From an optimization exercise on the open Yosys and OpenROAD flow, aimed at small area and few clock cycles per item; shortcuts taken in it are not production practice. In this exercise RTL edits were held to simulation tests only and were not proved equivalent to the original. Power and IR drop assume default switching activity. The clock port is modelled as an ideal driver; clocking choices that lean on that would not hold on a real chip.

Design pio_top, start of the top module:
module pio_top #(
  parameter int DATA_W         = 256,
  parameter int REG_NUM        = 16,
  parameter int REQ_DEPTH      = 4,
  parameter int TIMEOUT_CYCLES = 512
) (
  input  logic                      clk,
  input  logic                      srstn,
  input  logic                      rx_st_valid_i,
  input  logic                      rx_st_sop_i,
  input  logic                      rx_st_eop_i,
  input  logic [tlp_pkg::HDR_W-1:0] rx_st_header_i,
  input  logic [DATA_W-1:0]         rx_st_data_i,
  input  logic [2:0]                rx_st_bar_i,
  output logic                      rx_st_ready_o,
  output logic                      tx_st_valid_o,
  output logic                      tx_st_sop_o,
  output logic                      tx_st_eop_o,
  output logic [tlp_pkg::HDR_W-1:0] tx_st_header_o,
  output logic [DATA_W-1:0]         tx_st_data_o,
  input  logic                      tx_st_ready_i,
  output logic                      tx_cdt_valid_o,
  output logic [9:0]                tx_cdt_len_o,
  output tlp_pkg::cdt_class_e       tx_cdt_type_o,
  output logic                      tx_rdy_timeout_o,
  output logic [15:0]               rx_drop_cnt_o
);
  logic                          accept;
  logic                          wr;
  logic                          rd;
  logic [7:0]                    wr_be;
  logic [7:0]                    rd_idx;
  logic [63:0]                   rd_data;
  ...
Size: roughly 2,800 cells after synthesis, roughly 810 I/O pins, about 47,000 sq um of cells after synthesis.
==> flow/config.mk <==
export PLATFORM = sky130hd
export DESIGN_NAME = pio_top
export DESIGN_NICKNAME = pio_top
export VERILOG_FILES = /design/flow/design.v
export SDC_FILE = /design/flow/constraint.sdc
export NUM_CORES = 4
export LEC_CHECK = 0
export CAP_MARGIN = 20
export CORE_MARGIN = 2
export CORE_UTILIZATION = 70
export CTS_CLUSTER_DIAMETER = 100
export CTS_CLUSTER_SIZE = 25
export GPL_TIMING_DRIVEN = 0
export PLACE_DENSITY = 0.8
export SLEW_MARGIN = 20
==> flow/constraint.sdc <==
create_clock -name core_clock -period 5.0 [get_ports {clk}]
set_input_delay 1.0000 -clock core_clock [delete_from_list [all_inputs] [get_ports {clk}]]
set_output_delay 1.0000 -clock core_clock [all_outputs]
set_load 0.01 [all_outputs]
standard.sh (not shown) runs the stock make flow with config.mk's settings and CLKGATE_MAP_FILE= SYNTH_SCRIPT=/design/flow/synth_recipe.tcl, a recipe that flattens the netlist after the stock synthesis.
==> flow/flow/run.sh <==
#!/bin/bash
# The standard layout (the standard.sh, standard synthesis unchanged) with these changes:
#  - ports are buffered with buf_2 instead of the clkdlybuf4s50_1 delay cell;
#  - a tie cell drives up to 8 constant outputs instead of one (flow/ties.tcl);
#  - the buffers abc inserted are removed at floorplan (placement is not timing driven);
#  - clock tree synthesis inserts no dummy loads.
set -euo pipefail
here=$(pwd)
export BUFFER_PORTS_ARGS="-buffer_cell sky130_fd_sc_hd__buf_2"
export SKIP_REPAIR_TIE_FANOUT=1
export POST_FLOORPLAN_TCL="$here/flow/ties.tcl"
export REMOVE_ABC_BUFFERS=1
export CTS_ARGS="-sink_clustering_enable -repair_clock_nets -sink_clustering_size 25 -sink_clustering_max_diameter 100 -dont_use_dummy_load"
bash standard.sh > standard_make.log 2>&1
==> flow/flow/ties.tcl <==
# Tie cells for the constant outputs: one tie cell drives a group of at most MAXFO loads
# instead of one tie cell per load (run after floorplan, with SKIP_REPAIR_TIE_FANOUT=1).
set maxfo 8
set block [ord::get_db_block]
set master [[ord::get_db] findMaster sky130_fd_sc_hd__conb_1]
set ties {}
foreach inst [$block getInsts] {
  if {[[$inst getMaster] getName] eq "sky130_fd_sc_hd__conb_1"} { lappend ties $inst }
}
set n 0
foreach inst $ties {
  foreach it [$inst getITerms] {
    if {![$it isOutputSignal]} continue
    set net [$it getNet]
    if {$net eq "NULL"} continue
    set port [[$it getMTerm] getName]
    set loads {}
    foreach b [$net getBTerms] { lappend loads [list b $b] }
    foreach j [$net getITerms] { if {$j ne $it} { lappend loads [list i $j] } }
    set k 0
    foreach ld [lrange $loads $maxfo end] {
      if {$k % $maxfo == 0} {
        incr n
        set ni [odb::dbInst_create $block $master "tie_grp_$n"]
        set nn [odb::dbNet_create $block "tie_grp_net_$n"]
        [$ni findITerm $port] connect $nn
      }
      incr k
      lassign $ld kind term
      $term disconnect
      $term connect $nn
    }
  }
}
puts "ties.tcl: added $n tie cells"
The baseline completed, yet does not pass: negative setup slack.
Testbench counts at the start, summed over its fixed seeds: cycles 32,380, beats 32,000.
Then changed:
--- a/flow/flow/run.sh
+++ b/flow/flow/run.sh
@@ -3,5 +3,5 @@
 #  - ports are buffered with buf_2 instead of the clkdlybuf4s50_1 delay cell;
 #  - a tie cell drives up to 8 constant outputs instead of one (flow/ties.tcl);
-#  - the buffers abc inserted are removed at floorplan (placement is not timing driven);
+#  - the buffers abc inserted are removed at floorplan;
 #  - clock tree synthesis inserts no dummy loads.
 set -euo pipefail
--- a/flow/config.mk
+++ b/flow/config.mk
@@ -11,5 +11,4 @@
 export CTS_CLUSTER_DIAMETER = 100
 export CTS_CLUSTER_SIZE = 25
-export GPL_TIMING_DRIVEN = 0
 export PLACE_DENSITY = 0.8
 export SLEW_MARGIN = 20
What happened: This time the run passed the timing, DRC and antenna checks. Cell count rises by 4.3%. Synthesized cell count stays the same. Power falls by 0.63%.
Then changed:
--- a/flow/flow/run.sh
+++ b/flow/flow/run.sh
@@ -2,6 +2,6 @@
 # The standard layout (the standard.sh, standard synthesis unchanged) with these changes:
 #  - ports are buffered with buf_2 instead of the clkdlybuf4s50_1 delay cell;
-#  - a tie cell drives up to 8 constant outputs instead of one (flow/ties.tcl);
-#  - the buffers abc inserted are removed at floorplan;
+#  - a tie cell drives up to 4 constant outputs instead of one (flow/ties.tcl);
+#  - the buffers abc inserted are removed at floorplan (placement is not timing driven);
 #  - clock tree synthesis inserts no dummy loads.
 set -euo pipefail
--- a/flow/flow/ties.tcl
+++ b/flow/flow/ties.tcl
@@ -1,5 +1,5 @@
 # Tie cells for the constant outputs: one tie cell drives a group of at most MAXFO loads
 # instead of one tie cell per load (run after floorplan, with SKIP_REPAIR_TIE_FANOUT=1).
-set maxfo 8
+set maxfo 4
 set block [ord::get_db_block]
 set master [[ord::get_db] findMaster sky130_fd_sc_hd__conb_1]
--- a/flow/config.mk
+++ b/flow/config.mk
@@ -11,4 +11,5 @@
 export CTS_CLUSTER_DIAMETER = 100
 export CTS_CLUSTER_SIZE = 25
+export GPL_TIMING_DRIVEN = 0
 export PLACE_DENSITY = 0.8
 export SLEW_MARGIN = 20
With this change the flow completed, yet does not pass: negative setup slack. Non-clock buffer count is lower by 152. Global-route usage decreases by 0.23 points. Design area is lower by 0.93%. Cell count goes down by 3.0%. Core utilization falls by 0.69 points. Worst setup slack got worse by 1300 ps. Total power stays flat.
Then changed:
==> flow/flow/run.sh (replaced) <==
#!/bin/bash
# The standard layout (the standard.sh, standard synthesis unchanged) with these changes:
#  - ports are buffered with buf_1 instead of the clkdlybuf4s50_1 delay cell;
#  - a tie cell drives up to 4 constant outputs instead of one (flow/ties.tcl);
#  - the buffers abc inserted are removed at floorplan;
#  - clock tree synthesis inserts no dummy loads.
set -euo pipefail
here=$(pwd)
export BUFFER_PORTS_ARGS="-buffer_cell sky130_fd_sc_hd__buf_1"
export SKIP_REPAIR_TIE_FANOUT=1
export POST_FLOORPLAN_TCL="$here/flow/ties.tcl"
export REMOVE_ABC_BUFFERS=1
export CTS_ARGS="-sink_clustering_enable -repair_clock_nets -sink_clustering_size 30 -sink_clustering_max_diameter 90 -dont_use_dummy_load"
bash standard.sh > standard_make.log 2>&1
--- a/flow/config.mk
+++ b/flow/config.mk
@@ -8,8 +8,7 @@
 export CAP_MARGIN = 20
 export CORE_MARGIN = 2
-export CORE_UTILIZATION = 70
-export CTS_CLUSTER_DIAMETER = 100
-export CTS_CLUSTER_SIZE = 25
-export GPL_TIMING_DRIVEN = 0
-export PLACE_DENSITY = 0.8
+export CORE_UTILIZATION = 75
+export CTS_CLUSTER_DIAMETER = 90
+export CTS_CLUSTER_SIZE = 30
+export PLACE_DENSITY = 0.85
 export SLEW_MARGIN = 20
After rerunning: With this change the flow finished clean. Worst setup slack gets better by 1100 ps. Routed wire length climbs by 3.6%. Sequential cell count does not change. Power drops by 1.8%. Register-to-register slack gets better by 900 ps. Via count climbs by 5.0%. Die area drops by 6.6%. Combinational power drops by 10%. Core utilization climbs by 5.3 points. Synthesized cell count stays the same. Clock-buffer cell count drops by 7.

========
== lane 1 ==
pio_top, a different RTL version from the one above (not shown whole).
Size: about 1200 flip-flops, about 810 I/O pins, ~48000 sq um of cells after synthesis.
make LEC_CHECK=0 CAP_MARGIN=20 CORE_MARGIN=2 CORE_UTILIZATION=80 CTS_CLUSTER_DIAMETER=100 CTS_CLUSTER_SIZE=25 PLACE_DENSITY=0.9 SLEW_MARGIN=20 finish   # period 5.0 ns
run.sh (not shown) runs the stock make flow with config.mk's settings and CLKGATE_MAP_FILE= SYNTH_SCRIPT=/design/flow/synth_recipe.tcl, a recipe that flattens the netlist after the stock synthesis.
Stock flow here: none of the scripts above is used.
Testbench counts of lane 1, summed over its fixed seeds: cycles 32,380, beats 32,000.
Inputs modified between lane 1 and lane 2:
Settings: PLACE_DENSITY: 0.9 -> 0.75; CORE_UTILIZATION: 80 -> 65.
==> run notes <==
- Lane 2 completed end to end with timing, DRC and antenna clean.
- Lane 2 ends up with higher routed length on met1 than lane 1 does.
- Max proportion of layout cells with a drive suffix above 1 across lane 1 and lane 2: lane 2
- Lane 1 ended up with fewer cell instances than lane 2 did.
- Taking lane 1 as the reference, in lane 2 clock buffer count in the final layout +22; worst path arrival time lower.
- Diff lane 1..lane 2 | synthesized flop and latch total | unchanged
- Detailed-route via count (lane 2 vs. lane 1) decreases by a few percent
- Sort lane 1 and lane 2 by worst hold slack, descending, and lane 1 comes first.
- Relative to lane 1, the sum of met2 wire segment lengths after detailed routing of lane 2 is lower by 1600 microns.

-- what the ideal ports hide --
The flow's constraints put no driver on any port. The routed layouts listed below were extracted and timed again, unchanged, in two steps. Step 1 (the two cells are an assumption about what drives the block):
set clk [get_ports {clk}]
set_driving_cell -lib_cell sky130_fd_sc_hd__clkbuf_16 $clk
set_driving_cell -lib_cell sky130_fd_sc_hd__buf_2 [delete_from_list [all_inputs] $clk]
Step 2, shift: input delay + t, output delay - t, t = (earliest + latest rising clock arrival at the registers) / 2. This alone moves slack from input paths to output paths. a / b / c = ideal ports / drivers / drivers and shift; a / b = the first two.
| run | shift t [ns] | setup slack, ns | worst setup path after step 2 |
|---|---|---|---|
| the first run of note 1 | 0.705 | -0.039 / 0.007 / -0.698 | input to register |
| the second run of note 1 | 0.716 | 1.253 / 1.253 / 0.545 | input to register |
| the third run of note 1 | 0.712 | -0.067 / -0.026 / -0.739 | input to register |
| the fourth run of note 1 | 0.702 | 1.033 / 1.033 / 0.418 | input to register |
| lane 1 | 0.742 | 0.467 / 0.511 / -0.231 | input to register |
| lane 2 | 0.732 | 0.715 / 0.722 / -0.010 | input to register |
With both steps, setup timing fails in lane 1 and lane 2, where it was met with ideal ports. The setup slack of lane 2, which loses most, moves by +0.007 ns with the drivers and by -0.725 ns with both steps.
